Background: an optimization exercise with open tools, aiming at small area. Do not read the settings as production practice. Function not checked in this run: the RTL went through the layout flow alone. Power and IR drop assume default switching activity.

$ cat flow/standard.sh
#!/bin/bash
# synth_recipe.tcl (not shown) runs the flow's synth.tcl, then flattens the netlist and writes it again
# the make line also repeats each setting of config.mk as NAME=value (left out here)
make -C /OpenROAD-flow-scripts/flow DESIGN_CONFIG=/design/flow/config.mk WORK_HOME=/design/flow/orfs CLKGATE_MAP_FILE= SYNTH_SCRIPT=/design/flow/synth_recipe.tcl "${@:-finish}"
$ cat flow/flow/run.sh
#!/bin/bash
# Layout flow: the standard ORFS flow (standard.sh) with the standard
# synthesis unchanged, and these changes to the layout steps only:
#   * port buffers use the smallest buffer (buf_1); every input and output
#     port still gets its buffer;
#   * clock tree synthesis without dummy loads, clkbuf_8 tree buffers;
#   * placement-time repair may not use the large buffers (buf_4 and up).
# Each ORFS step writes its full log under orfs/logs/; make's output goes to
# make_synth.log and make_layout.log in the work folder.
set -euo pipefail
bash standard.sh synth > make_synth.log 2>&1
export BUFFER_PORTS_ARGS="-buffer_cell sky130_fd_sc_hd__buf_1"
export CTS_ARGS="-sink_clustering_enable -repair_clock_nets -dont_use_dummy_load -buf_list sky130_fd_sc_hd__clkbuf_8 -sink_clustering_size 20 -sink_clustering_max_diameter 50"
export DONT_USE_CELLS="sky130_fd_sc_hd__buf_4 sky130_fd_sc_hd__buf_6 sky130_fd_sc_hd__buf_8 sky130_fd_sc_hd__buf_12 sky130_fd_sc_hd__buf_16 sky130_fd_sc_hd__bufbuf_8 sky130_fd_sc_hd__bufbuf_16"
bash standard.sh > make_layout.log 2>&1
$ cat flow/design.v
module resample_interp #(
    parameter int SYM_WIDTH = 1,
    parameter int INT_WIDTH = 1,
    parameter int DEC_WIDTH = 14,
    parameter int MU_WIDTH  = 8,
    parameter int DEPTH     = 8,
    parameter int CNT_WIDTH = 16,
    localparam int DW = SYM_WIDTH + INT_WIDTH + DEC_WIDTH,
    localparam int LW = $clog2(DEPTH) + 1
) (
    input  logic                 clk,
    input  logic                 rst,
    input  logic                 flush,
    input  logic                 in_valid,
    input  logic [DW-1:0]        in_i,
    input  logic [DW-1:0]        in_q,
    input  logic                 mk,
    input  logic [MU_WIDTH-1:0]  mu,
    input  logic                 mode,
    input  logic                 out_ready,
    output logic                 out_valid,
    output logic [DW-1:0]        out_i,
    output logic [DW-1:0]        out_q,
    output logic [LW-1:0]        fifo_level,
    output logic                 overflow,
    output logic [CNT_WIDTH-1:0] sym_cnt
);
    localparam int AW = $clog2(DEPTH);
    localparam logic [DW-1:0] SGN = DW'(1) << (DW - 1);
    logic                 strobe;
    logic                 x_zero;
    logic [DW-1:0]        x_i, x_q;
    logic                 s1_valid, s2_valid, s3_valid;
    logic [DW-1:0]        s1_a_i, s1_a_q;
    logic [MU_WIDTH-1:0]  s1_mu;
    logic [DW-1:0]        s2_y_i, s2_y_q, s3_y_i, s3_y_q;
    logic [DW-1:0]        y_i, y_q;
    logic [DW-1:0]        mem_i [DEPTH];
    logic [DW-1:0]        mem_q [DEPTH];
    logic [AW-1:0]        wr_ptr, rd_ptr;
    logic                 full, pop, wr_ok;
    assign strobe = in_valid && mk;
    always_ff @(posedge clk or posedge rst) begin
        if (rst) begin
            x_zero   <= 1'b1;
            s1_valid <= 1'b0;
            s2_valid <= 1'b0;
            s3_valid <= 1'b0;
        end else if (flush) begin
            x_zero   <= 1'b1;
            s1_valid <= 1'b0;
            s2_valid <= 1'b0;
            s3_valid <= 1'b0;
        end else begin
            if (in_valid) x_zero <= 1'b0;
            s1_valid <= strobe;
            s2_valid <= s1_valid;
            s3_valid <= s2_valid;
        end
    end
    always_ff @(posedge clk) begin
        if (in_valid) begin
            x_i <= in_i ^ SGN;
            x_q <= in_q ^ SGN;
        end
        s1_a_i <= !mode ? in_i ^ SGN : x_zero ? SGN : x_i;
        s1_a_q <= !mode ? in_q ^ SGN : x_zero ? SGN : x_q;
        s1_mu  <= mu;
        s2_y_i <= y_i ^ SGN;
        s2_y_q <= y_q ^ SGN;
        s3_y_i <= s2_y_i;
        s3_y_q <= s2_y_q;
    end
    logic [15:0] ari_1;
    logic [15:0] ari_2;
    logic [15:0] ari_3;
    logic [15:0] ari_4;
    logic [15:0] ari_5;
    logic [15:0] ari_6;
    logic [15:0] ari_7;
    logic [15:0] ari_8;
    logic ari_9;
    logic ari_10;
    logic ari_11;
    logic ari_12;
    logic ari_13;
    logic ari_14;
    logic ari_15;
    logic ari_16;
    logic ari_17;
    logic ari_18;
    logic ari_19;
    logic ari_20;
    logic ari_21;
    logic ari_22;
    logic ari_23;
    logic ari_24;
    logic ari_25;
    logic ari_26;
    logic ari_27;
    logic ari_28;
    logic ari_29;
    logic ari_30;
    logic ari_31;
    logic ari_32;
    logic ari_33;
    logic ari_34;
    logic ari_35;
    logic ari_36;
    logic ari_37;
    logic ari_38;
    logic ari_39;
    logic ari_40;
    logic ari_41;
    logic ari_42;
    logic ari_43;
    logic ari_44;
    logic ari_45;
    logic ari_46;
    logic ari_47;
    logic ari_48;
    logic ari_49;
    logic ari_50;
    logic ari_51;
    logic ari_52;
    logic ari_53;
    logic ari_54;
    logic ari_55;
    logic ari_56;
    logic ari_57;
    logic ari_58;
    logic ari_59;
    logic ari_60;
    logic ari_61;
    logic ari_62;
    logic ari_63;
    logic ari_64;
    logic ari_65;
    logic ari_66;
    logic ari_67;
    logic ari_68;
    logic ari_69;
    logic ari_70;
    logic ari_71;
    logic ari_72;
    logic ari_73;
    logic ari_74;
    logic ari_75;
    logic ari_76;
    logic ari_77;
    logic ari_78;
    logic ari_79;
    logic ari_80;
    logic ari_81;
    logic ari_82;
    logic ari_83;
    logic ari_84;
    logic ari_85;
    logic ari_86;
    logic ari_87;
    logic ari_88;
    logic ari_89;
    logic ari_90;
    logic ari_91;
    logic ari_92;
    logic ari_93;
    logic ari_94;
    logic ari_95;
    logic ari_96;
    logic ari_97;
    logic ari_98;
    logic ari_99;
    logic ari_100;
    logic ari_101;
    logic ari_102;
    logic ari_103;
    logic ari_104;
    logic ari_105;
    logic ari_106;
    logic ari_107;
    logic ari_108;
    logic ari_109;
    logic ari_110;
    logic ari_111;
    logic ari_112;
    logic ari_113;
    logic ari_114;
    logic ari_115;
    logic ari_116;
    logic ari_117;
    logic ari_118;
    logic ari_119;
    logic ari_120;
    logic ari_121;
    logic ari_122;
    logic ari_123;
    logic ari_124;
    logic ari_125;
    logic ari_126;
    logic ari_127;
    logic ari_128;
    logic ari_129;
    logic ari_130;
    logic ari_131;
    logic ari_132;
    logic ari_133;
    logic ari_134;
    logic ari_135;
    logic ari_136;
    logic ari_137;
    logic ari_138;
    logic ari_139;
    logic ari_140;
    logic ari_141;
    logic ari_142;
    logic ari_143;
    logic ari_144;
    logic ari_145;
    logic ari_146;
    logic ari_147;
    logic ari_148;
    logic ari_149;
    logic ari_150;
    logic ari_151;
    logic ari_152;
    logic ari_153;
    logic ari_154;
    logic ari_155;
    logic ari_156;
    logic ari_157;
    logic ari_158;
    logic ari_159;
    logic ari_160;
    logic ari_161;
    logic ari_162;
    logic ari_163;
    logic ari_164;
    logic ari_165;
    logic ari_166;
    logic ari_167;
    logic ari_168;
    logic ari_169;
    logic ari_170;
    logic ari_171;
    logic ari_172;
    logic ari_173;
    logic ari_174;
    logic ari_175;
    logic ari_176;
    logic ari_177;
    logic ari_178;
    logic ari_179;
    logic ari_180;
    logic ari_181;
    logic ari_182;
    logic ari_183;
    logic ari_184;
    logic ari_185;
    logic ari_186;
    logic ari_187;
    logic ari_188;
    logic ari_189;
    logic ari_190;
    logic ari_191;
    logic ari_192;
    logic ari_193;
    logic ari_194;
    logic ari_195;
    logic ari_196;
    logic ari_197;
    logic ari_198;
    logic ari_199;
    logic ari_200;
    logic ari_201;
    logic ari_202;
    logic ari_203;
    logic ari_204;
    logic ari_205;
    logic ari_206;
    logic ari_207;
    logic ari_208;
    logic ari_209;
    logic ari_210;
    logic ari_211;
    logic ari_212;
    logic ari_213;
    logic ari_214;
    logic ari_215;
    logic ari_216;
    logic ari_217;
    logic ari_218;
    logic ari_219;
    logic ari_220;
    logic ari_221;
    logic ari_222;
    logic ari_223;
    logic ari_224;
    logic ari_225;
    logic ari_226;
    logic ari_227;
    logic ari_228;
    logic ari_229;
    logic ari_230;
    logic ari_231;
    logic ari_232;
    logic ari_233;
    logic ari_234;
    logic ari_235;
    logic ari_236;
    logic ari_237;
    logic ari_238;
    logic ari_239;
    logic ari_240;
    logic ari_241;
    logic ari_242;
    logic ari_243;
    logic ari_244;
    logic ari_245;
    logic ari_246;
    logic ari_247;
    logic ari_248;
    logic ari_249;
    logic ari_250;
    logic ari_251;
    logic ari_252;
    logic ari_253;
    logic ari_254;
    logic ari_255;
    logic ari_256;
    logic ari_257;
    logic ari_258;
    logic ari_259;
    logic ari_260;
    logic ari_261;
    logic ari_262;
    logic ari_263;
    logic ari_264;
    logic ari_265;
    logic ari_266;
    logic ari_267;
    logic ari_268;
    logic ari_269;
    logic ari_270;
    logic ari_271;
    logic ari_272;
    logic ari_273;
    logic ari_274;
    logic ari_275;
    logic ari_276;
    logic ari_277;
    logic ari_278;
    logic ari_279;
    logic ari_280;
    logic ari_281;
    logic ari_282;
    logic ari_283;
    logic ari_284;
    logic ari_285;
    logic ari_286;
    logic ari_287;
    logic ari_288;
    logic ari_289;
    logic ari_290;
    logic ari_291;
    logic ari_292;
    logic ari_293;
    logic ari_294;
    logic ari_295;
    logic ari_296;
    logic ari_297;
    logic ari_298;
    logic ari_299;
    logic ari_300;
    logic ari_301;
    logic ari_302;
    logic ari_303;
    logic ari_304;
    logic ari_305;
    logic ari_306;
    logic ari_307;
    logic ari_308;
    logic ari_309;
    logic ari_310;
    logic ari_311;
    logic ari_312;
    logic ari_313;
    logic ari_314;
    logic ari_315;
    logic ari_316;
    logic ari_317;
    logic ari_318;
    logic ari_319;
    logic ari_320;
    logic ari_321;
    logic ari_322;
    assign ari_1 = s1_mu[0] ? x_i : s1_a_i;
    assign ari_2 = s1_mu[1] ? x_i : s1_a_i;
    assign ari_3 = s1_mu[2] ? x_i : s1_a_i;
    assign ari_4 = s1_mu[3] ? x_i : s1_a_i;
    assign ari_5 = s1_mu[4] ? x_i : s1_a_i;
    assign ari_6 = s1_mu[5] ? x_i : s1_a_i;
    assign ari_7 = s1_mu[6] ? x_i : s1_a_i;
    assign ari_8 = s1_mu[7] ? x_i : s1_a_i;
    assign ari_9 = ~(s1_a_i[7] ^ ari_1[7]);
    assign ari_10 = s1_a_i[7] | ari_1[7];
    ri_ha u_ari_11 (s1_a_i[1], ari_1[1], ari_11, ari_12);
    ri_fa u_ari_13 (s1_a_i[2], ari_1[2], ari_2[1], ari_13, ari_14);
    ri_ha u_ari_15 (ari_3[0], ari_12, ari_15, ari_16);
    ri_fa u_ari_17 (s1_a_i[3], ari_1[3], ari_2[2], ari_17, ari_18);
    ri_fa u_ari_19 (ari_3[1], ari_4[0], ari_14, ari_19, ari_20);
    ri_ha u_ari_21 (ari_16, ari_17, ari_21, ari_22);
    ri_fa u_ari_23 (s1_a_i[4], ari_1[4], ari_2[3], ari_23, ari_24);
    ri_fa u_ari_25 (ari_3[2], ari_4[1], ari_5[0], ari_25, ari_26);
    ri_fa u_ari_27 (ari_18, ari_23, ari_25, ari_27, ari_28);
    ri_ha u_ari_29 (ari_22, ari_20, ari_29, ari_30);
    ri_fa u_ari_31 (s1_a_i[5], ari_1[5], ari_2[4], ari_31, ari_32);
    ri_fa u_ari_33 (ari_3[3], ari_4[2], ari_5[1], ari_33, ari_34);
    ri_fa u_ari_35 (ari_6[0], ari_24, ari_26, ari_35, ari_36);
    ri_fa u_ari_37 (ari_31, ari_33, ari_28, ari_37, ari_38);
    ri_ha u_ari_39 (ari_35, ari_30, ari_39, ari_40);
    ri_fa u_ari_41 (s1_a_i[6], ari_1[6], ari_2[5], ari_41, ari_42);
    ri_fa u_ari_43 (ari_3[4], ari_4[3], ari_5[2], ari_43, ari_44);
    ri_fa u_ari_45 (ari_6[1], ari_7[0], ari_32, ari_45, ari_46);
    ri_fa u_ari_47 (ari_34, ari_41, ari_43, ari_47, ari_48);
    ri_fa u_ari_49 (ari_36, ari_45, ari_47, ari_49, ari_50);
    ri_ha u_ari_51 (ari_38, ari_40, ari_51, ari_52);
    ri_fa u_ari_53 (ari_2[6], ari_3[5], ari_4[4], ari_53, ari_54);
    ri_fa u_ari_55 (ari_5[3], ari_6[2], ari_7[1], ari_55, ari_56);
    ri_fa u_ari_57 (ari_8[0], ari_9, ari_42, ari_57, ari_58);
    ri_fa u_ari_59 (ari_44, ari_53, ari_55, ari_59, ari_60);
    ri_fa u_ari_61 (ari_46, ari_48, ari_57, ari_61, ari_62);
    ri_fa u_ari_63 (ari_59, ari_50, ari_61, ari_63, ari_64);
    ri_fa u_ari_65 (s1_a_i[8], ari_1[8], ari_2[7], ari_65, ari_66);
    ri_fa u_ari_67 (ari_3[6], ari_4[5], ari_5[4], ari_67, ari_68);
    ri_fa u_ari_69 (ari_6[3], ari_7[2], ari_8[1], ari_69, ari_70);
    ri_fa u_ari_71 (ari_10, ari_54, ari_56, ari_71, ari_72);
    ri_fa u_ari_73 (ari_65, ari_67, ari_69, ari_73, ari_74);
    ri_fa u_ari_75 (ari_58, ari_60, ari_71, ari_75, ari_76);
    ri_fa u_ari_77 (ari_73, ari_62, ari_75, ari_77, ari_78);
    ri_fa u_ari_79 (s1_a_i[9], ari_1[9], ari_2[8], ari_79, ari_80);
    ri_fa u_ari_81 (ari_3[7], ari_4[6], ari_5[5], ari_81, ari_82);
    ri_fa u_ari_83 (ari_6[4], ari_7[3], ari_8[2], ari_83, ari_84);
    ri_fa u_ari_85 (ari_66, ari_68, ari_70, ari_85, ari_86);
    ri_fa u_ari_87 (ari_79, ari_81, ari_83, ari_87, ari_88);
    ri_fa u_ari_89 (ari_72, ari_74, ari_85, ari_89, ari_90);
    ri_fa u_ari_91 (ari_87, ari_76, ari_89, ari_91, ari_92);
    ri_fa u_ari_93 (s1_a_i[10], ari_1[10], ari_2[9], ari_93, ari_94);
    ri_fa u_ari_95 (ari_3[8], ari_4[7], ari_5[6], ari_95, ari_96);
    ri_fa u_ari_97 (ari_6[5], ari_7[4], ari_8[3], ari_97, ari_98);
    ri_fa u_ari_99 (ari_80, ari_82, ari_84, ari_99, ari_100);
    ri_fa u_ari_101 (ari_93, ari_95, ari_97, ari_101, ari_102);
    ri_fa u_ari_103 (ari_86, ari_88, ari_99, ari_103, ari_104);
    ri_fa u_ari_105 (ari_101, ari_90, ari_103, ari_105, ari_106);
    ri_fa u_ari_107 (s1_a_i[11], ari_1[11], ari_2[10], ari_107, ari_108);
    ri_fa u_ari_109 (ari_3[9], ari_4[8], ari_5[7], ari_109, ari_110);
    ri_fa u_ari_111 (ari_6[6], ari_7[5], ari_8[4], ari_111, ari_112);
    ri_fa u_ari_113 (ari_94, ari_96, ari_98, ari_113, ari_114);
    ri_fa u_ari_115 (ari_107, ari_109, ari_111, ari_115, ari_116);
    ri_fa u_ari_117 (ari_100, ari_102, ari_113, ari_117, ari_118);
    ri_fa u_ari_119 (ari_115, ari_104, ari_117, ari_119, ari_120);
    ri_fa u_ari_121 (s1_a_i[12], ari_1[12], ari_2[11], ari_121, ari_122);
    ri_fa u_ari_123 (ari_3[10], ari_4[9], ari_5[8], ari_123, ari_124);
    ri_fa u_ari_125 (ari_6[7], ari_7[6], ari_8[5], ari_125, ari_126);
    ri_fa u_ari_127 (ari_108, ari_110, ari_112, ari_127, ari_128);
    ri_fa u_ari_129 (ari_121, ari_123, ari_125, ari_129, ari_130);
    ri_fa u_ari_131 (ari_114, ari_116, ari_127, ari_131, ari_132);
    ri_fa u_ari_133 (ari_129, ari_118, ari_131, ari_133, ari_134);
    ri_fa u_ari_135 (s1_a_i[13], ari_1[13], ari_2[12], ari_135, ari_136);
    ri_fa u_ari_137 (ari_3[11], ari_4[10], ari_5[9], ari_137, ari_138);
    ri_fa u_ari_139 (ari_6[8], ari_7[7], ari_8[6], ari_139, ari_140);
    ri_fa u_ari_141 (ari_122, ari_124, ari_126, ari_141, ari_142);
    ri_fa u_ari_143 (ari_135, ari_137, ari_139, ari_143, ari_144);
    ri_fa u_ari_145 (ari_128, ari_130, ari_141, ari_145, ari_146);
    ri_fa u_ari_147 (ari_143, ari_132, ari_145, ari_147, ari_148);
    ri_fa u_ari_149 (s1_a_i[14], ari_1[14], ari_2[13], ari_149, ari_150);
    ri_fa u_ari_151 (ari_3[12], ari_4[11], ari_5[10], ari_151, ari_152);
    ri_fa u_ari_153 (ari_6[9], ari_7[8], ari_8[7], ari_153, ari_154);
    ri_fa u_ari_155 (ari_136, ari_138, ari_140, ari_155, ari_156);
    ri_fa u_ari_157 (ari_149, ari_151, ari_153, ari_157, ari_158);
    ri_fa u_ari_159 (ari_142, ari_144, ari_155, ari_159, ari_160);
    ri_fa u_ari_161 (ari_157, ari_146, ari_159, ari_161, ari_162);
    ri_fa u_ari_163 (s1_a_i[15], ari_1[15], ari_2[14], ari_163, ari_164);
    ri_fa u_ari_165 (ari_3[13], ari_4[12], ari_5[11], ari_165, ari_166);
    ri_fa u_ari_167 (ari_6[10], ari_7[9], ari_8[8], ari_167, ari_168);
    ri_fa u_ari_169 (ari_150, ari_152, ari_154, ari_169, ari_170);
    ri_fa u_ari_171 (ari_163, ari_165, ari_167, ari_171, ari_172);
    ri_fa u_ari_173 (ari_156, ari_158, ari_169, ari_173, ari_174);
    ri_fa u_ari_175 (ari_171, ari_160, ari_173, ari_175, ari_176);
    ri_fa u_ari_177 (ari_2[15], ari_3[14], ari_4[13], ari_177, ari_178);
    ri_fa u_ari_179 (ari_5[12], ari_6[11], ari_7[10], ari_179, ari_180);
    ri_fa u_ari_181 (ari_8[9], ari_164, ari_166, ari_181, ari_182);
    ri_fa u_ari_183 (ari_168, ari_177, ari_179, ari_183, ari_184);
    ri_fa u_ari_185 (ari_170, ari_172, ari_181, ari_185, ari_186);
    ri_fa u_ari_187 (ari_183, ari_174, ari_185, ari_187, ari_188);
    ri_fa u_ari_189 (ari_3[15], ari_4[14], ari_5[13], ari_189, ari_190);
    ri_fa u_ari_191 (ari_6[12], ari_7[11], ari_8[10], ari_191, ari_192);
    ri_fa u_ari_193 (ari_178, ari_180, ari_189, ari_193, ari_194);
    ri_fa u_ari_195 (ari_191, ari_182, ari_184, ari_195, ari_196);
    ri_fa u_ari_197 (ari_193, ari_186, ari_195, ari_197, ari_198);
    ri_fa u_ari_199 (ari_4[15], ari_5[14], ari_6[13], ari_199, ari_200);
    ri_fa u_ari_201 (ari_7[12], ari_8[11], ari_190, ari_201, ari_202);
    ri_fa u_ari_203 (ari_192, ari_199, ari_194, ari_203, ari_204);
    ri_fa u_ari_205 (ari_201, ari_196, ari_203, ari_205, ari_206);
    ri_fa u_ari_207 (ari_5[15], ari_6[14], ari_7[13], ari_207, ari_208);
    ri_fa u_ari_209 (ari_8[12], ari_200, ari_207, ari_209, ari_210);
    ri_fa u_ari_211 (ari_202, ari_209, ari_204, ari_211, ari_212);
    ri_fa u_ari_213 (ari_6[15], ari_7[14], ari_8[13], ari_213, ari_214);
    ri_fa u_ari_215 (ari_208, ari_213, ari_210, ari_215, ari_216);
    ri_fa u_ari_217 (ari_7[15], ari_8[14], ari_214, ari_217, ari_218);
    assign ari_219 = s1_a_i[0] & ari_1[0];
    ri_maj u_ari_220 (ari_2[0], ari_11, ari_219, ari_220);
    ri_maj u_ari_221 (ari_13, ari_15, ari_220, ari_221);
    ri_maj u_ari_222 (ari_21, ari_19, ari_221, ari_222);
    ri_maj u_ari_223 (ari_27, ari_29, ari_222, ari_223);
    ri_maj u_ari_224 (ari_39, ari_37, ari_223, ari_224);
    ri_maj u_ari_225 (ari_49, ari_51, ari_224, ari_225);
    ri_maj u_ari_226 (ari_52, ari_63, ari_225, ari_226);
    ri_ha u_ari_227 (ari_64, ari_77, ari_227, ari_228);
    ri_ha u_ari_229 (ari_78, ari_91, ari_229, ari_230);
    ri_ha u_ari_231 (ari_92, ari_105, ari_231, ari_232);
    ri_ha u_ari_233 (ari_106, ari_119, ari_233, ari_234);
    ri_ha u_ari_235 (ari_120, ari_133, ari_235, ari_236);
    ri_ha u_ari_237 (ari_134, ari_147, ari_237, ari_238);
    ri_ha u_ari_239 (ari_148, ari_161, ari_239, ari_240);
    ri_ha u_ari_241 (ari_162, ari_175, ari_241, ari_242);
    ri_ha u_ari_243 (ari_176, ari_187, ari_243, ari_244);
    ri_ha u_ari_245 (ari_188, ari_197, ari_245, ari_246);
    ri_ha u_ari_247 (ari_198, ari_205, ari_247, ari_248);
    ri_ha u_ari_249 (ari_206, ari_211, ari_249, ari_250);
    ri_ha u_ari_251 (ari_215, ari_212, ari_251, ari_252);
    ri_ha u_ari_253 (ari_217, ari_216, ari_253, ari_254);
    ri_ha u_ari_255 (ari_8[15], ari_218, ari_255, ari_256);
    assign ari_257 = ari_228 | (ari_227 & ari_226);
    assign ari_258 = ari_230 | (ari_229 & ari_257);
    assign ari_259 = ari_234 | (ari_233 & ari_232);
    assign ari_260 = ari_233 & ari_231;
    assign ari_261 = ari_238 | (ari_237 & ari_236);
    assign ari_262 = ari_237 & ari_235;
    assign ari_263 = ari_242 | (ari_241 & ari_240);
    assign ari_264 = ari_241 & ari_239;
    assign ari_265 = ari_246 | (ari_245 & ari_244);
    assign ari_266 = ari_245 & ari_243;
    assign ari_267 = ari_250 | (ari_249 & ari_248);
    assign ari_268 = ari_249 & ari_247;
    assign ari_269 = ari_254 | (ari_253 & ari_252);
    assign ari_270 = ari_253 & ari_251;
    assign ari_271 = 1'b0 | (1'b0 & ari_256);
    assign ari_272 = 1'b0 & ari_255;
    assign ari_273 = ari_232 | (ari_231 & ari_258);
    assign ari_274 = ari_259 | (ari_260 & ari_258);
    assign ari_275 = ari_240 | (ari_239 & ari_261);
    assign ari_276 = ari_239 & ari_262;
    assign ari_277 = ari_263 | (ari_264 & ari_261);
    assign ari_278 = ari_264 & ari_262;
    assign ari_279 = ari_248 | (ari_247 & ari_265);
    assign ari_280 = ari_247 & ari_266;
    assign ari_281 = ari_267 | (ari_268 & ari_265);
    assign ari_282 = ari_268 & ari_266;
    assign ari_283 = ari_256 | (ari_255 & ari_269);
    assign ari_284 = ari_255 & ari_270;
    assign ari_285 = ari_271 | (ari_272 & ari_269);
    assign ari_286 = ari_272 & ari_270;
    assign ari_287 = ari_236 | (ari_235 & ari_274);
    assign ari_288 = ari_261 | (ari_262 & ari_274);
    assign ari_289 = ari_275 | (ari_276 & ari_274);
    assign ari_290 = ari_277 | (ari_278 & ari_274);
    assign ari_291 = ari_252 | (ari_251 & ari_281);
    assign ari_292 = ari_251 & ari_282;
    assign ari_293 = ari_269 | (ari_270 & ari_281);
    assign ari_294 = ari_270 & ari_282;
    assign ari_295 = ari_283 | (ari_284 & ari_281);
    assign ari_296 = ari_284 & ari_282;
    assign ari_297 = ari_285 | (ari_286 & ari_281);
    assign ari_298 = ari_286 & ari_282;
    assign ari_299 = ari_244 | (ari_243 & ari_290);
    assign ari_300 = ari_265 | (ari_266 & ari_290);
    assign ari_301 = ari_279 | (ari_280 & ari_290);
    assign ari_302 = ari_281 | (ari_282 & ari_290);
    assign ari_303 = ari_291 | (ari_292 & ari_290);
    assign ari_304 = ari_293 | (ari_294 & ari_290);
    assign ari_305 = ari_295 | (ari_296 & ari_290);
    assign ari_306 = ari_297 | (ari_298 & ari_290);
    assign ari_307 = ari_227 ^ ari_226;
    assign ari_308 = ari_229 ^ ari_257;
    assign ari_309 = ari_231 ^ ari_258;
    assign ari_310 = ari_233 ^ ari_273;
    assign ari_311 = ari_235 ^ ari_274;
    assign ari_312 = ari_237 ^ ari_287;
    assign ari_313 = ari_239 ^ ari_288;
    assign ari_314 = ari_241 ^ ari_289;
    assign ari_315 = ari_243 ^ ari_290;
    assign ari_316 = ari_245 ^ ari_299;
    assign ari_317 = ari_247 ^ ari_300;
    assign ari_318 = ari_249 ^ ari_301;
    assign ari_319 = ari_251 ^ ari_302;
    assign ari_320 = ari_253 ^ ari_303;
    assign ari_321 = ari_255 ^ ari_304;
    assign ari_322 = 1'b0 ^ ari_305;
    assign y_i = {ari_322, ari_321, ari_320, ari_319, ari_318, ari_317, ari_316, ari_315, ari_314, ari_313, ari_312, ari_311, ari_310, ari_309, ari_308, ari_307};
    logic [15:0] arq_1;
    logic [15:0] arq_2;
    logic [15:0] arq_3;
    logic [15:0] arq_4;
    logic [15:0] arq_5;
    logic [15:0] arq_6;
    logic [15:0] arq_7;
    logic [15:0] arq_8;
    logic arq_9;
    logic arq_10;
    logic arq_11;
    logic arq_12;
    logic arq_13;
    logic arq_14;
    logic arq_15;
    logic arq_16;
    logic arq_17;
    logic arq_18;
    logic arq_19;
    logic arq_20;
    logic arq_21;
    logic arq_22;
    logic arq_23;
    logic arq_24;
    logic arq_25;
    logic arq_26;
    logic arq_27;
    logic arq_28;
    logic arq_29;
    logic arq_30;
    logic arq_31;
    logic arq_32;
    logic arq_33;
    logic arq_34;
    logic arq_35;
    logic arq_36;
    logic arq_37;
    logic arq_38;
    logic arq_39;
    logic arq_40;
    logic arq_41;
    logic arq_42;
    logic arq_43;
    logic arq_44;
    logic arq_45;
    logic arq_46;
    logic arq_47;
    logic arq_48;
    logic arq_49;
    logic arq_50;
    logic arq_51;
    logic arq_52;
    logic arq_53;
    logic arq_54;
    logic arq_55;
    logic arq_56;
    logic arq_57;
    logic arq_58;
    logic arq_59;
    logic arq_60;
    logic arq_61;
    logic arq_62;
    logic arq_63;
    logic arq_64;
    logic arq_65;
    logic arq_66;
    logic arq_67;
    logic arq_68;
    logic arq_69;
    logic arq_70;
    logic arq_71;
    logic arq_72;
    logic arq_73;
    logic arq_74;
    logic arq_75;
    logic arq_76;
    logic arq_77;
    logic arq_78;
    logic arq_79;
    logic arq_80;
    logic arq_81;
    logic arq_82;
    logic arq_83;
    logic arq_84;
    logic arq_85;
    logic arq_86;
    logic arq_87;
    logic arq_88;
    logic arq_89;
    logic arq_90;
    logic arq_91;
    logic arq_92;
    logic arq_93;
    logic arq_94;
    logic arq_95;
    logic arq_96;
    logic arq_97;
    logic arq_98;
    logic arq_99;
    logic arq_100;
    logic arq_101;
    logic arq_102;
    logic arq_103;
    logic arq_104;
    logic arq_105;
    logic arq_106;
    logic arq_107;
    logic arq_108;
    logic arq_109;
    logic arq_110;
    logic arq_111;
    logic arq_112;
    logic arq_113;
    logic arq_114;
    logic arq_115;
    logic arq_116;
    logic arq_117;
    logic arq_118;
    logic arq_119;
    logic arq_120;
    logic arq_121;
    logic arq_122;
    logic arq_123;
    logic arq_124;
    logic arq_125;
    logic arq_126;
    logic arq_127;
    logic arq_128;
    logic arq_129;
    logic arq_130;
    logic arq_131;
    logic arq_132;
    logic arq_133;
    logic arq_134;
    logic arq_135;
    logic arq_136;
    logic arq_137;
    logic arq_138;
    logic arq_139;
    logic arq_140;
    logic arq_141;
    logic arq_142;
    logic arq_143;
    logic arq_144;
    logic arq_145;
    logic arq_146;
    logic arq_147;
    logic arq_148;
    logic arq_149;
    logic arq_150;
    logic arq_151;
    logic arq_152;
    logic arq_153;
    logic arq_154;
    logic arq_155;
    logic arq_156;
    logic arq_157;
    logic arq_158;
    logic arq_159;
    logic arq_160;
    logic arq_161;
    logic arq_162;
    logic arq_163;
    logic arq_164;
    logic arq_165;
    logic arq_166;
    logic arq_167;
    logic arq_168;
    logic arq_169;
    logic arq_170;
    logic arq_171;
    logic arq_172;
    logic arq_173;
    logic arq_174;
    logic arq_175;
    logic arq_176;
    logic arq_177;
    logic arq_178;
    logic arq_179;
    logic arq_180;
    logic arq_181;
    logic arq_182;
    logic arq_183;
    logic arq_184;
    logic arq_185;
    logic arq_186;
    logic arq_187;
    logic arq_188;
    logic arq_189;
    logic arq_190;
    logic arq_191;
    logic arq_192;
    logic arq_193;
    logic arq_194;
    logic arq_195;
    logic arq_196;
    logic arq_197;
    logic arq_198;
    logic arq_199;
    logic arq_200;
    logic arq_201;
    logic arq_202;
    logic arq_203;
    logic arq_204;
    logic arq_205;
    logic arq_206;
    logic arq_207;
    logic arq_208;
    logic arq_209;
    logic arq_210;
    logic arq_211;
    logic arq_212;
    logic arq_213;
    logic arq_214;
    logic arq_215;
    logic arq_216;
    logic arq_217;
    logic arq_218;
    logic arq_219;
    logic arq_220;
    logic arq_221;
    logic arq_222;
    logic arq_223;
    logic arq_224;
    logic arq_225;
    logic arq_226;
    logic arq_227;
    logic arq_228;
    logic arq_229;
    logic arq_230;
    logic arq_231;
    logic arq_232;
    logic arq_233;
    logic arq_234;
    logic arq_235;
    logic arq_236;
    logic arq_237;
    logic arq_238;
    logic arq_239;
    logic arq_240;
    logic arq_241;
    logic arq_242;
    logic arq_243;
    logic arq_244;
    logic arq_245;
    logic arq_246;
    logic arq_247;
    logic arq_248;
    logic arq_249;
    logic arq_250;
    logic arq_251;
    logic arq_252;
    logic arq_253;
    logic arq_254;
    logic arq_255;
    logic arq_256;
    logic arq_257;
    logic arq_258;
    logic arq_259;
    logic arq_260;
    logic arq_261;
    logic arq_262;
    logic arq_263;
    logic arq_264;
    logic arq_265;
    logic arq_266;
    logic arq_267;
    logic arq_268;
    logic arq_269;
    logic arq_270;
    logic arq_271;
    logic arq_272;
    logic arq_273;
    logic arq_274;
    logic arq_275;
    logic arq_276;
    logic arq_277;
    logic arq_278;
    logic arq_279;
    logic arq_280;
    logic arq_281;
    logic arq_282;
    logic arq_283;
    logic arq_284;
    logic arq_285;
    logic arq_286;
    logic arq_287;
    logic arq_288;
    logic arq_289;
    logic arq_290;
    logic arq_291;
    logic arq_292;
    logic arq_293;
    logic arq_294;
    logic arq_295;
    logic arq_296;
    logic arq_297;
    logic arq_298;
    logic arq_299;
    logic arq_300;
    logic arq_301;
    logic arq_302;
    logic arq_303;
    logic arq_304;
    logic arq_305;
    logic arq_306;
    logic arq_307;
    logic arq_308;
    logic arq_309;
    logic arq_310;
    logic arq_311;
    logic arq_312;
    logic arq_313;
    logic arq_314;
    logic arq_315;
    logic arq_316;
    logic arq_317;
    logic arq_318;
    logic arq_319;
    logic arq_320;
    logic arq_321;
    logic arq_322;
    assign arq_1 = s1_mu[0] ? x_q : s1_a_q;
    assign arq_2 = s1_mu[1] ? x_q : s1_a_q;
    assign arq_3 = s1_mu[2] ? x_q : s1_a_q;
    assign arq_4 = s1_mu[3] ? x_q : s1_a_q;
    assign arq_5 = s1_mu[4] ? x_q : s1_a_q;
    assign arq_6 = s1_mu[5] ? x_q : s1_a_q;
    assign arq_7 = s1_mu[6] ? x_q : s1_a_q;
    assign arq_8 = s1_mu[7] ? x_q : s1_a_q;
    assign arq_9 = ~(s1_a_q[7] ^ arq_1[7]);
    assign arq_10 = s1_a_q[7] | arq_1[7];
    ri_ha u_arq_11 (s1_a_q[1], arq_1[1], arq_11, arq_12);
    ri_fa u_arq_13 (s1_a_q[2], arq_1[2], arq_2[1], arq_13, arq_14);
    ri_ha u_arq_15 (arq_3[0], arq_12, arq_15, arq_16);
    ri_fa u_arq_17 (s1_a_q[3], arq_1[3], arq_2[2], arq_17, arq_18);
    ri_fa u_arq_19 (arq_3[1], arq_4[0], arq_14, arq_19, arq_20);
    ri_ha u_arq_21 (arq_16, arq_17, arq_21, arq_22);
    ri_fa u_arq_23 (s1_a_q[4], arq_1[4], arq_2[3], arq_23, arq_24);
    ri_fa u_arq_25 (arq_3[2], arq_4[1], arq_5[0], arq_25, arq_26);
    ri_fa u_arq_27 (arq_18, arq_23, arq_25, arq_27, arq_28);
    ri_ha u_arq_29 (arq_22, arq_20, arq_29, arq_30);
    ri_fa u_arq_31 (s1_a_q[5], arq_1[5], arq_2[4], arq_31, arq_32);
    ri_fa u_arq_33 (arq_3[3], arq_4[2], arq_5[1], arq_33, arq_34);
    ri_fa u_arq_35 (arq_6[0], arq_24, arq_26, arq_35, arq_36);
    ri_fa u_arq_37 (arq_31, arq_33, arq_28, arq_37, arq_38);
    ri_ha u_arq_39 (arq_35, arq_30, arq_39, arq_40);
    ri_fa u_arq_41 (s1_a_q[6], arq_1[6], arq_2[5], arq_41, arq_42);
    ri_fa u_arq_43 (arq_3[4], arq_4[3], arq_5[2], arq_43, arq_44);
    ri_fa u_arq_45 (arq_6[1], arq_7[0], arq_32, arq_45, arq_46);
    ri_fa u_arq_47 (arq_34, arq_41, arq_43, arq_47, arq_48);
    ri_fa u_arq_49 (arq_36, arq_45, arq_47, arq_49, arq_50);
    ri_ha u_arq_51 (arq_38, arq_40, arq_51, arq_52);
    ri_fa u_arq_53 (arq_2[6], arq_3[5], arq_4[4], arq_53, arq_54);
    ri_fa u_arq_55 (arq_5[3], arq_6[2], arq_7[1], arq_55, arq_56);
    ri_fa u_arq_57 (arq_8[0], arq_9, arq_42, arq_57, arq_58);
    ri_fa u_arq_59 (arq_44, arq_53, arq_55, arq_59, arq_60);
    ri_fa u_arq_61 (arq_46, arq_48, arq_57, arq_61, arq_62);
    ri_fa u_arq_63 (arq_59, arq_50, arq_61, arq_63, arq_64);
    ri_fa u_arq_65 (s1_a_q[8], arq_1[8], arq_2[7], arq_65, arq_66);
    ri_fa u_arq_67 (arq_3[6], arq_4[5], arq_5[4], arq_67, arq_68);
    ri_fa u_arq_69 (arq_6[3], arq_7[2], arq_8[1], arq_69, arq_70);
    ri_fa u_arq_71 (arq_10, arq_54, arq_56, arq_71, arq_72);
    ri_fa u_arq_73 (arq_65, arq_67, arq_69, arq_73, arq_74);
    ri_fa u_arq_75 (arq_58, arq_60, arq_71, arq_75, arq_76);
    ri_fa u_arq_77 (arq_73, arq_62, arq_75, arq_77, arq_78);
    ri_fa u_arq_79 (s1_a_q[9], arq_1[9], arq_2[8], arq_79, arq_80);
    ri_fa u_arq_81 (arq_3[7], arq_4[6], arq_5[5], arq_81, arq_82);
    ri_fa u_arq_83 (arq_6[4], arq_7[3], arq_8[2], arq_83, arq_84);
    ri_fa u_arq_85 (arq_66, arq_68, arq_70, arq_85, arq_86);
    ri_fa u_arq_87 (arq_79, arq_81, arq_83, arq_87, arq_88);
    ri_fa u_arq_89 (arq_72, arq_74, arq_85, arq_89, arq_90);
    ri_fa u_arq_91 (arq_87, arq_76, arq_89, arq_91, arq_92);
    ri_fa u_arq_93 (s1_a_q[10], arq_1[10], arq_2[9], arq_93, arq_94);
    ri_fa u_arq_95 (arq_3[8], arq_4[7], arq_5[6], arq_95, arq_96);
    ri_fa u_arq_97 (arq_6[5], arq_7[4], arq_8[3], arq_97, arq_98);
    ri_fa u_arq_99 (arq_80, arq_82, arq_84, arq_99, arq_100);
    ri_fa u_arq_101 (arq_93, arq_95, arq_97, arq_101, arq_102);
    ri_fa u_arq_103 (arq_86, arq_88, arq_99, arq_103, arq_104);
    ri_fa u_arq_105 (arq_101, arq_90, arq_103, arq_105, arq_106);
    ri_fa u_arq_107 (s1_a_q[11], arq_1[11], arq_2[10], arq_107, arq_108);
    ri_fa u_arq_109 (arq_3[9], arq_4[8], arq_5[7], arq_109, arq_110);
    ri_fa u_arq_111 (arq_6[6], arq_7[5], arq_8[4], arq_111, arq_112);
    ri_fa u_arq_113 (arq_94, arq_96, arq_98, arq_113, arq_114);
    ri_fa u_arq_115 (arq_107, arq_109, arq_111, arq_115, arq_116);
    ri_fa u_arq_117 (arq_100, arq_102, arq_113, arq_117, arq_118);
    ri_fa u_arq_119 (arq_115, arq_104, arq_117, arq_119, arq_120);
    ri_fa u_arq_121 (s1_a_q[12], arq_1[12], arq_2[11], arq_121, arq_122);
    ri_fa u_arq_123 (arq_3[10], arq_4[9], arq_5[8], arq_123, arq_124);
    ri_fa u_arq_125 (arq_6[7], arq_7[6], arq_8[5], arq_125, arq_126);
    ri_fa u_arq_127 (arq_108, arq_110, arq_112, arq_127, arq_128);
    ri_fa u_arq_129 (arq_121, arq_123, arq_125, arq_129, arq_130);
    ri_fa u_arq_131 (arq_114, arq_116, arq_127, arq_131, arq_132);
    ri_fa u_arq_133 (arq_129, arq_118, arq_131, arq_133, arq_134);
    ri_fa u_arq_135 (s1_a_q[13], arq_1[13], arq_2[12], arq_135, arq_136);
    ri_fa u_arq_137 (arq_3[11], arq_4[10], arq_5[9], arq_137, arq_138);
    ri_fa u_arq_139 (arq_6[8], arq_7[7], arq_8[6], arq_139, arq_140);
    ri_fa u_arq_141 (arq_122, arq_124, arq_126, arq_141, arq_142);
    ri_fa u_arq_143 (arq_135, arq_137, arq_139, arq_143, arq_144);
    ri_fa u_arq_145 (arq_128, arq_130, arq_141, arq_145, arq_146);
    ri_fa u_arq_147 (arq_143, arq_132, arq_145, arq_147, arq_148);
    ri_fa u_arq_149 (s1_a_q[14], arq_1[14], arq_2[13], arq_149, arq_150);
    ri_fa u_arq_151 (arq_3[12], arq_4[11], arq_5[10], arq_151, arq_152);
    ri_fa u_arq_153 (arq_6[9], arq_7[8], arq_8[7], arq_153, arq_154);
    ri_fa u_arq_155 (arq_136, arq_138, arq_140, arq_155, arq_156);
    ri_fa u_arq_157 (arq_149, arq_151, arq_153, arq_157, arq_158);
    ri_fa u_arq_159 (arq_142, arq_144, arq_155, arq_159, arq_160);
    ri_fa u_arq_161 (arq_157, arq_146, arq_159, arq_161, arq_162);
    ri_fa u_arq_163 (s1_a_q[15], arq_1[15], arq_2[14], arq_163, arq_164);
    ri_fa u_arq_165 (arq_3[13], arq_4[12], arq_5[11], arq_165, arq_166);
    ri_fa u_arq_167 (arq_6[10], arq_7[9], arq_8[8], arq_167, arq_168);
    ri_fa u_arq_169 (arq_150, arq_152, arq_154, arq_169, arq_170);
    ri_fa u_arq_171 (arq_163, arq_165, arq_167, arq_171, arq_172);
    ri_fa u_arq_173 (arq_156, arq_158, arq_169, arq_173, arq_174);
    ri_fa u_arq_175 (arq_171, arq_160, arq_173, arq_175, arq_176);
    ri_fa u_arq_177 (arq_2[15], arq_3[14], arq_4[13], arq_177, arq_178);
    ri_fa u_arq_179 (arq_5[12], arq_6[11], arq_7[10], arq_179, arq_180);
    ri_fa u_arq_181 (arq_8[9], arq_164, arq_166, arq_181, arq_182);
    ri_fa u_arq_183 (arq_168, arq_177, arq_179, arq_183, arq_184);
    ri_fa u_arq_185 (arq_170, arq_172, arq_181, arq_185, arq_186);
    ri_fa u_arq_187 (arq_183, arq_174, arq_185, arq_187, arq_188);
    ri_fa u_arq_189 (arq_3[15], arq_4[14], arq_5[13], arq_189, arq_190);
    ri_fa u_arq_191 (arq_6[12], arq_7[11], arq_8[10], arq_191, arq_192);
    ri_fa u_arq_193 (arq_178, arq_180, arq_189, arq_193, arq_194);
    ri_fa u_arq_195 (arq_191, arq_182, arq_184, arq_195, arq_196);
    ri_fa u_arq_197 (arq_193, arq_186, arq_195, arq_197, arq_198);
    ri_fa u_arq_199 (arq_4[15], arq_5[14], arq_6[13], arq_199, arq_200);
    ri_fa u_arq_201 (arq_7[12], arq_8[11], arq_190, arq_201, arq_202);
    ri_fa u_arq_203 (arq_192, arq_199, arq_194, arq_203, arq_204);
    ri_fa u_arq_205 (arq_201, arq_196, arq_203, arq_205, arq_206);
    ri_fa u_arq_207 (arq_5[15], arq_6[14], arq_7[13], arq_207, arq_208);
    ri_fa u_arq_209 (arq_8[12], arq_200, arq_207, arq_209, arq_210);
    ri_fa u_arq_211 (arq_202, arq_209, arq_204, arq_211, arq_212);
    ri_fa u_arq_213 (arq_6[15], arq_7[14], arq_8[13], arq_213, arq_214);
    ri_fa u_arq_215 (arq_208, arq_213, arq_210, arq_215, arq_216);
    ri_fa u_arq_217 (arq_7[15], arq_8[14], arq_214, arq_217, arq_218);
    assign arq_219 = s1_a_q[0] & arq_1[0];
    ri_maj u_arq_220 (arq_2[0], arq_11, arq_219, arq_220);
    ri_maj u_arq_221 (arq_13, arq_15, arq_220, arq_221);
    ri_maj u_arq_222 (arq_21, arq_19, arq_221, arq_222);
    ri_maj u_arq_223 (arq_27, arq_29, arq_222, arq_223);
    ri_maj u_arq_224 (arq_39, arq_37, arq_223, arq_224);
    ri_maj u_arq_225 (arq_49, arq_51, arq_224, arq_225);
    ri_maj u_arq_226 (arq_52, arq_63, arq_225, arq_226);
    ri_ha u_arq_227 (arq_64, arq_77, arq_227, arq_228);
    ri_ha u_arq_229 (arq_78, arq_91, arq_229, arq_230);
    ri_ha u_arq_231 (arq_92, arq_105, arq_231, arq_232);
    ri_ha u_arq_233 (arq_106, arq_119, arq_233, arq_234);
    ri_ha u_arq_235 (arq_120, arq_133, arq_235, arq_236);
    ri_ha u_arq_237 (arq_134, arq_147, arq_237, arq_238);
    ri_ha u_arq_239 (arq_148, arq_161, arq_239, arq_240);
    ri_ha u_arq_241 (arq_162, arq_175, arq_241, arq_242);
    ri_ha u_arq_243 (arq_176, arq_187, arq_243, arq_244);
    ri_ha u_arq_245 (arq_188, arq_197, arq_245, arq_246);
    ri_ha u_arq_247 (arq_198, arq_205, arq_247, arq_248);
    ri_ha u_arq_249 (arq_206, arq_211, arq_249, arq_250);
    ri_ha u_arq_251 (arq_215, arq_212, arq_251, arq_252);
    ri_ha u_arq_253 (arq_217, arq_216, arq_253, arq_254);
    ri_ha u_arq_255 (arq_8[15], arq_218, arq_255, arq_256);
    assign arq_257 = arq_228 | (arq_227 & arq_226);
    assign arq_258 = arq_230 | (arq_229 & arq_257);
    assign arq_259 = arq_234 | (arq_233 & arq_232);
    assign arq_260 = arq_233 & arq_231;
    assign arq_261 = arq_238 | (arq_237 & arq_236);
    assign arq_262 = arq_237 & arq_235;
    assign arq_263 = arq_242 | (arq_241 & arq_240);
    assign arq_264 = arq_241 & arq_239;
    assign arq_265 = arq_246 | (arq_245 & arq_244);
    assign arq_266 = arq_245 & arq_243;
    assign arq_267 = arq_250 | (arq_249 & arq_248);
    assign arq_268 = arq_249 & arq_247;
    assign arq_269 = arq_254 | (arq_253 & arq_252);
    assign arq_270 = arq_253 & arq_251;
    assign arq_271 = 1'b0 | (1'b0 & arq_256);
    assign arq_272 = 1'b0 & arq_255;
    assign arq_273 = arq_232 | (arq_231 & arq_258);
    assign arq_274 = arq_259 | (arq_260 & arq_258);
    assign arq_275 = arq_240 | (arq_239 & arq_261);
    assign arq_276 = arq_239 & arq_262;
    assign arq_277 = arq_263 | (arq_264 & arq_261);
    assign arq_278 = arq_264 & arq_262;
    assign arq_279 = arq_248 | (arq_247 & arq_265);
    assign arq_280 = arq_247 & arq_266;
    assign arq_281 = arq_267 | (arq_268 & arq_265);
    assign arq_282 = arq_268 & arq_266;
    assign arq_283 = arq_256 | (arq_255 & arq_269);
    assign arq_284 = arq_255 & arq_270;
    assign arq_285 = arq_271 | (arq_272 & arq_269);
    assign arq_286 = arq_272 & arq_270;
    assign arq_287 = arq_236 | (arq_235 & arq_274);
    assign arq_288 = arq_261 | (arq_262 & arq_274);
    assign arq_289 = arq_275 | (arq_276 & arq_274);
    assign arq_290 = arq_277 | (arq_278 & arq_274);
    assign arq_291 = arq_252 | (arq_251 & arq_281);
    assign arq_292 = arq_251 & arq_282;
    assign arq_293 = arq_269 | (arq_270 & arq_281);
    assign arq_294 = arq_270 & arq_282;
    assign arq_295 = arq_283 | (arq_284 & arq_281);
    assign arq_296 = arq_284 & arq_282;
    assign arq_297 = arq_285 | (arq_286 & arq_281);
    assign arq_298 = arq_286 & arq_282;
    assign arq_299 = arq_244 | (arq_243 & arq_290);
    assign arq_300 = arq_265 | (arq_266 & arq_290);
    assign arq_301 = arq_279 | (arq_280 & arq_290);
    assign arq_302 = arq_281 | (arq_282 & arq_290);
    assign arq_303 = arq_291 | (arq_292 & arq_290);
    assign arq_304 = arq_293 | (arq_294 & arq_290);
    assign arq_305 = arq_295 | (arq_296 & arq_290);
    assign arq_306 = arq_297 | (arq_298 & arq_290);
    assign arq_307 = arq_227 ^ arq_226;
    assign arq_308 = arq_229 ^ arq_257;
    assign arq_309 = arq_231 ^ arq_258;
    assign arq_310 = arq_233 ^ arq_273;
    assign arq_311 = arq_235 ^ arq_274;
    assign arq_312 = arq_237 ^ arq_287;
    assign arq_313 = arq_239 ^ arq_288;
    assign arq_314 = arq_241 ^ arq_289;
    assign arq_315 = arq_243 ^ arq_290;
    assign arq_316 = arq_245 ^ arq_299;
    assign arq_317 = arq_247 ^ arq_300;
    assign arq_318 = arq_249 ^ arq_301;
    assign arq_319 = arq_251 ^ arq_302;
    assign arq_320 = arq_253 ^ arq_303;
    assign arq_321 = arq_255 ^ arq_304;
    assign arq_322 = 1'b0 ^ arq_305;
    assign y_q = {arq_322, arq_321, arq_320, arq_319, arq_318, arq_317, arq_316, arq_315, arq_314, arq_313, arq_312, arq_311, arq_310, arq_309, arq_308, arq_307};
    assign full      = fifo_level == LW'(DEPTH);
    assign out_valid = fifo_level != '0;
    assign pop       = out_valid && out_ready;
    assign wr_ok     = s3_valid && (!full || pop);
    always_comb begin
        out_i = '0;
        out_q = '0;
        for (int k = 0; k < DEPTH; k++) begin
            if (out_valid && rd_ptr == AW'(k)) begin
                out_i = out_i | mem_i[k];
                out_q = out_q | mem_q[k];
            end
        end
    end
    always_ff @(posedge clk) begin
        if (!full || pop) begin
            mem_i[wr_ptr] <= s3_y_i;
            mem_q[wr_ptr] <= s3_y_q;
        end
    end
    always_ff @(posedge clk or posedge rst) begin
        if (rst) begin
            wr_ptr     <= '0;
            rd_ptr     <= '0;
            fifo_level <= '0;
            overflow   <= 1'b0;
            sym_cnt    <= '0;
        end else if (flush) begin
            wr_ptr     <= '0;
            rd_ptr     <= '0;
            fifo_level <= '0;
            overflow   <= 1'b0;
            sym_cnt    <= '0;
        end else begin
            if (wr_ok) begin
                wr_ptr  <= wr_ptr + AW'(1);
                sym_cnt <= sym_cnt + CNT_WIDTH'(1);
            end
            if (pop) begin
                rd_ptr <= rd_ptr + AW'(1);
            end
            case ({wr_ok, pop})
                2'b10:   fifo_level <= fifo_level + LW'(1);
                2'b01:   fifo_level <= fifo_level - LW'(1);
                default: fifo_level <= fifo_level;
            endcase
            if (s3_valid && !wr_ok) begin
                overflow <= 1'b1;
            end
        end
    end
endmodule
module ri_fa (
    input  logic a, b, c,
    output logic s, co
);
    assign s  = a ^ b ^ c;
    assign co = (a & b) | (c & (a ^ b));
endmodule
module ri_maj (
    input  logic a, b, c,
    output logic co
);
    assign co = (a & b) | (c & (a ^ b));
endmodule
module ri_ha (
    input  logic a, b,
    output logic s, co
);
    assign s  = a ^ b;
    assign co = a & b;
endmodule
$ cat flow/constraint.sdc
create_clock -name core_clock -period 6.0 [get_ports {clk}]
set_input_delay 1.2000 -clock core_clock [delete_from_list [all_inputs] [get_ports {clk}]]
set_output_delay 1.2000 -clock core_clock [all_outputs]
set_load 0.01 [all_outputs]
$ cat flow/config.mk
export PLATFORM = sky130hd
export DESIGN_NAME = resample_interp
export DESIGN_NICKNAME = resample_interp
export VERILOG_FILES = /design/flow/design.v
export SDC_FILE = /design/flow/constraint.sdc
export NUM_CORES = 4
export LEC_CHECK = 0
export CAP_MARGIN = 20
export CORE_MARGIN = 2
export CORE_UTILIZATION = 65
export PLACE_DENSITY = 0.75
export SLEW_MARGIN = 20
export SYNTH_HIERARCHICAL = 1
export SYNTH_MINIMUM_KEEP_SIZE = 0
==> impl_metrics.json <==
{
  "ys_types": 49,
  "die_w_um": 191,
  "antenna_found_initial": 0,
  "rsz0062_at_grt": "no",
  "leakage_nw": 9.18,
  "drv_slew": 0,
  "die_area_um2": 36500,
  "crit_family": "adder cells",
  "hold_buffers": 0,
  "synth_top_area_share_pct": 38.0,
  "vias": 13200,
  "port-buffer-count": 100,
  "area_growth_pct": 5.98,
  "cp_slowest_cell": "dfxtp_1",
  "cp_max_fo": 11,
  "initial_core_util_pct": 65.9,
  "hold_viol_final": 0,
  "clkSlewWorstSetupHoldPaths_ns": 0.10,
  "final_cell_area_um2": 24100,
  "numCtsBuffers": 36,
  "root_buffer": "clkbuf_8",
  "cts_setup_buffers": 0,
  "setup_tns_ns": 0,
  "min_path_cells": 0,
  "drc": 0,
  "clk_path_buf_depth": 3,
  "place_area_um2": 23600,
  "gr-usage-met2_pct": 46.8,
  "final_cell_mix": "edfxtp_1 (288), mux2_2 (238), fa_1 (197)",
  "crit_type": "flop to flop",
  "ys_seq_area_share_pct": 50.5,
  "synth_top_cell_by_area": "edfxtp_1",
  "worstMarginPinSlew_ns": 1.10,
  "synth_area_um2": 22800,
  "cp.required_ns": 6.52,
  "antenna_cells": 0,
  "layout_commonest_cell": "edfxtp_1",
  "fin_crit_sh_pct": 92.3,
  "synthTopCellsByArea": "edfxtp_1 (38%), fa_1 (17%), mux2_2 (12%), dfxtp_1 (9.1%), ha_1 (4.3%)",
  "synthArstFlopShare_pct": 7.33,
  "die_h_um": 191,
  "slew_headroom_pct": 26.1,
  "grt_max_degree": 63,
  "layout-drive-gt1-share_pct": 20.8,
  "ys_warn_count": 7,
  "syn_nets": 1852,
  "setup_viol": 0,
  "fin_worst_skew_ns": 0.0823,
  "reg2reg_depth": 16,
  "viasPerCell": 6.34,
  "power.total_mw": 12.0,
  "routed_wl_um": 50200,
  "io_pins": 101,
  "whs_ns": 0.297,
  "crit_path_cell_trace": "buf_4, mux2_2, fa_1, fa_1, fa_1, fa_1, ha_1, a21o_1, ha_1, or2_2, ha_1, o211ai_1, a211oi_1, or2_2, a221oi_1, xnor2_1",
  "overflow": 0,
  "antenna_left": 0,
  "status": "finished clean",
  "crit_path_frequent_cell": "fa_1",
  "cp.arrival_ns": 6.05,
  "crit_path_max_incr_delay_ns": 0.69,
  "hold_path.class": "flop to flop",
  "syn_inst": 1530,
  "syn_avg_cell_area_um2": 14.9,
  "use_met3_pct": 4.15,
  "h-tree-depth": 2,
  "ctsResizeCount": 0,
  "cts_tree": "done",
  "gp_congestion": 0.882,
  "top_usage_layer": "met2",
  "ys_ff_latch": 423,
  "fin_cells": 2074,
  "maxCapViolCount": 0,
  "groute.usage.overall_pct": 28.7,
  "clock-sinks": 423,
  "row_count": 68,
  "place_hpwl_um": 33300,
  "grt_pass1_vias": 13900,
  "drt_iter0_markers": 1114,
  "path_buf_inv": 1,
  "cp.depth": 16,
  "ir_worst_vdd_v": 0.000288,
  "clk_latency_ns": 0.63,
  "synth_edf_count": 288,
  "crit_path_start_kind": "flop",
  "firstDrtPassIters": 6,
  "layout_min_cycle_time_ns": 5.54,
  "power_density_nw_per_um2": 498,
  "timing.fmax_mhz": 181,
  "placedCellCount": 2038,
  "grtUsageMet1_pct": 40.7,
  "wl_per_cell_um": 24.2,
  "grt_pass1_wl_um": 79000,
  "fin_nets": 1943,
  "ys.flop_type": "edfxtp_1",
  "endpoint_kind": "flop",
  "core_area_um2": 34500
}
==> layout make-up <==
class	count	area, um2
inverters	52	195
well taps	455	569
multi-input cells	974	10700
repair buffers	134	633
fillers	2442	10400
flip-flops and latches	423	11500
clock buffers	36	495
==> modules after synthesis, one instance, submodules excluded <==
module / cells inside / times used / flops+latches / area (um2)
resample_interp: 1264 / 1 / 423 / 18000
ri_fa: 1 / 196 / 0 / 20.0
ri_ha: 1 / 42 / 0 / 12.5
ri_maj: 2 / 14 / 0 / 20.0
==> worst paths after layout <==
kind / from / end / slack, ns
max in group asynchronous: rst / x_zero / 5.01
setup reg to reg: s1_mu[0] / s2_y_q[14] / 0.46
min in group asynchronous: rst / rd_ptr[2] / 0.65
setup / recovery: s1_mu[0] / s2_y_q[14] / 0.46
hold / removal: s2_y_q[3] / s3_y_q[3] / 0.30
hold reg to reg: s2_y_q[3] / s3_y_q[3] / 0.30
==> sequential cells by signal, indices dropped and copies added (netlist names), 3 cells and up <==
register,flops
mem_i,128
mem_q,128
s1_a_i,16
s1_a_q,16
s2_y_i,16
s2_y_q,16
s3_y_i,16
s3_y_q,16
sym_cnt,16
x_i,16
x_q,16
s1_mu,8
fifo_level,4
rd_ptr,3
wr_ptr,3
==> worst register-to-register path: cells and delay by family, from the launching register on <==
kind                     cells  cell delay (ns)
XOR/XNOR                     1             0.18
multiplexers                 1             0.35
buffers and inverters        1             0.25
AO/OA/AOI/OAI                4             0.96
adder cells (fa/ha/maj)      7             2.47
AND/OR/NAND/NOR              2             0.58
flip-flops                   1             0.69
==> stage by stage <==
| step | worst slack, ns | util, % |
|---|---|---|
| after floorplan | 0.643 | - |
| after global placement | 0.560 | 68.4 |
| after detailed placement | 0.433 | 68.4 |
| after CTS | 0.439 | 69.9 |
| after global routing | 0.129 | 69.9 |
| final | 0.462 | 69.9 |
==> cells in the mapped netlist (3+ instances only) <==
cell	count
dfxtp_1	104
nand2_1	35
nand2b_1	3
dfrtp_1	30
nand3_1	40
a21o_1	22
fa_1	197
buf_6	10
mux2_2	238
clkbuf_1	48
ha_1	78
inv_1	52
nand4_1	4
o21ai_0	49
and3_1	7
nor3_1	14
nand3b_1	30
a22oi_1	32
o211a_1	3
buf_1	13
mux2i_1	9
a222oi_1	64
a221oi_1	4
edfxtp_1	288
a211oi_1	5
o211ai_1	3
or2_2	7
and4_1	4
xor2_1	18
a21oi_1	15
nor2b_1	4
xnor2_1	17
and2_1	7
nor2_1	47
buf_2	9
==> cells by family (layout without fill, tap and decap cells) <==
group / count (synthesis) / after routing / share of synthesized area [%]
AOI/OAI and AO/OA: 210 / 210 / 7.02
adders and majority gates: 275 / 275 / 21.6
buffers and inverters: 133 / 222 / 2.58
xor gates and xnor gates: 35 / 35 / 1.35
and+or+nand+nor: 207 / 207 / 4.74
muxes: 247 / 247 / 12.2
DFF: 423 / 423 / 50.5
==> layer usage <==
layer	share of wire (%)	vias up
met2	49	447
met3	6.2	86
met1	43	6741
li1	-	5880
met4	2.2	0
met5	0	-
==> report_power, final <==
group	switching [mW]	leakage, nW	internal [mW]
sequential	0.450	3.96	3.92
clock	0.855	0.259	0.538
combinational	3.38	4.96	2.89
total	4.68	9.18	7.34

==> separate check: timing with driven ports <==
The flow's constraints put no driver on any port. The routed layout listed below was extracted and timed again, unchanged, in two steps. Step 1 (the two cells are an assumption about what drives the block):
set clk [get_ports {clk}]
set_driving_cell -lib_cell sky130_fd_sc_hd__clkbuf_16 $clk
set_driving_cell -lib_cell sky130_fd_sc_hd__buf_2 [delete_from_list [all_inputs] $clk]
Step 2 adds t to the input delays and takes it off the output delays; t is the mean of the earliest and latest rising clock arrival at the registers after step 1. Input paths then give back, and output paths get back, about the clock's delay inside the block. Three values: ideal, step 1, step 2; two values: the first two.
t (ns): 0.637
slack for setup (ns): 0.462 / 0.462 / 0.462
worst data-port slew with drivers (ns): 0.06
pins driven straight from the clock port: 1
After both steps setup and hold are still met in this run. The setup slack of this run moves by 0.000 ns with the drivers and by 0.000 ns with both steps.
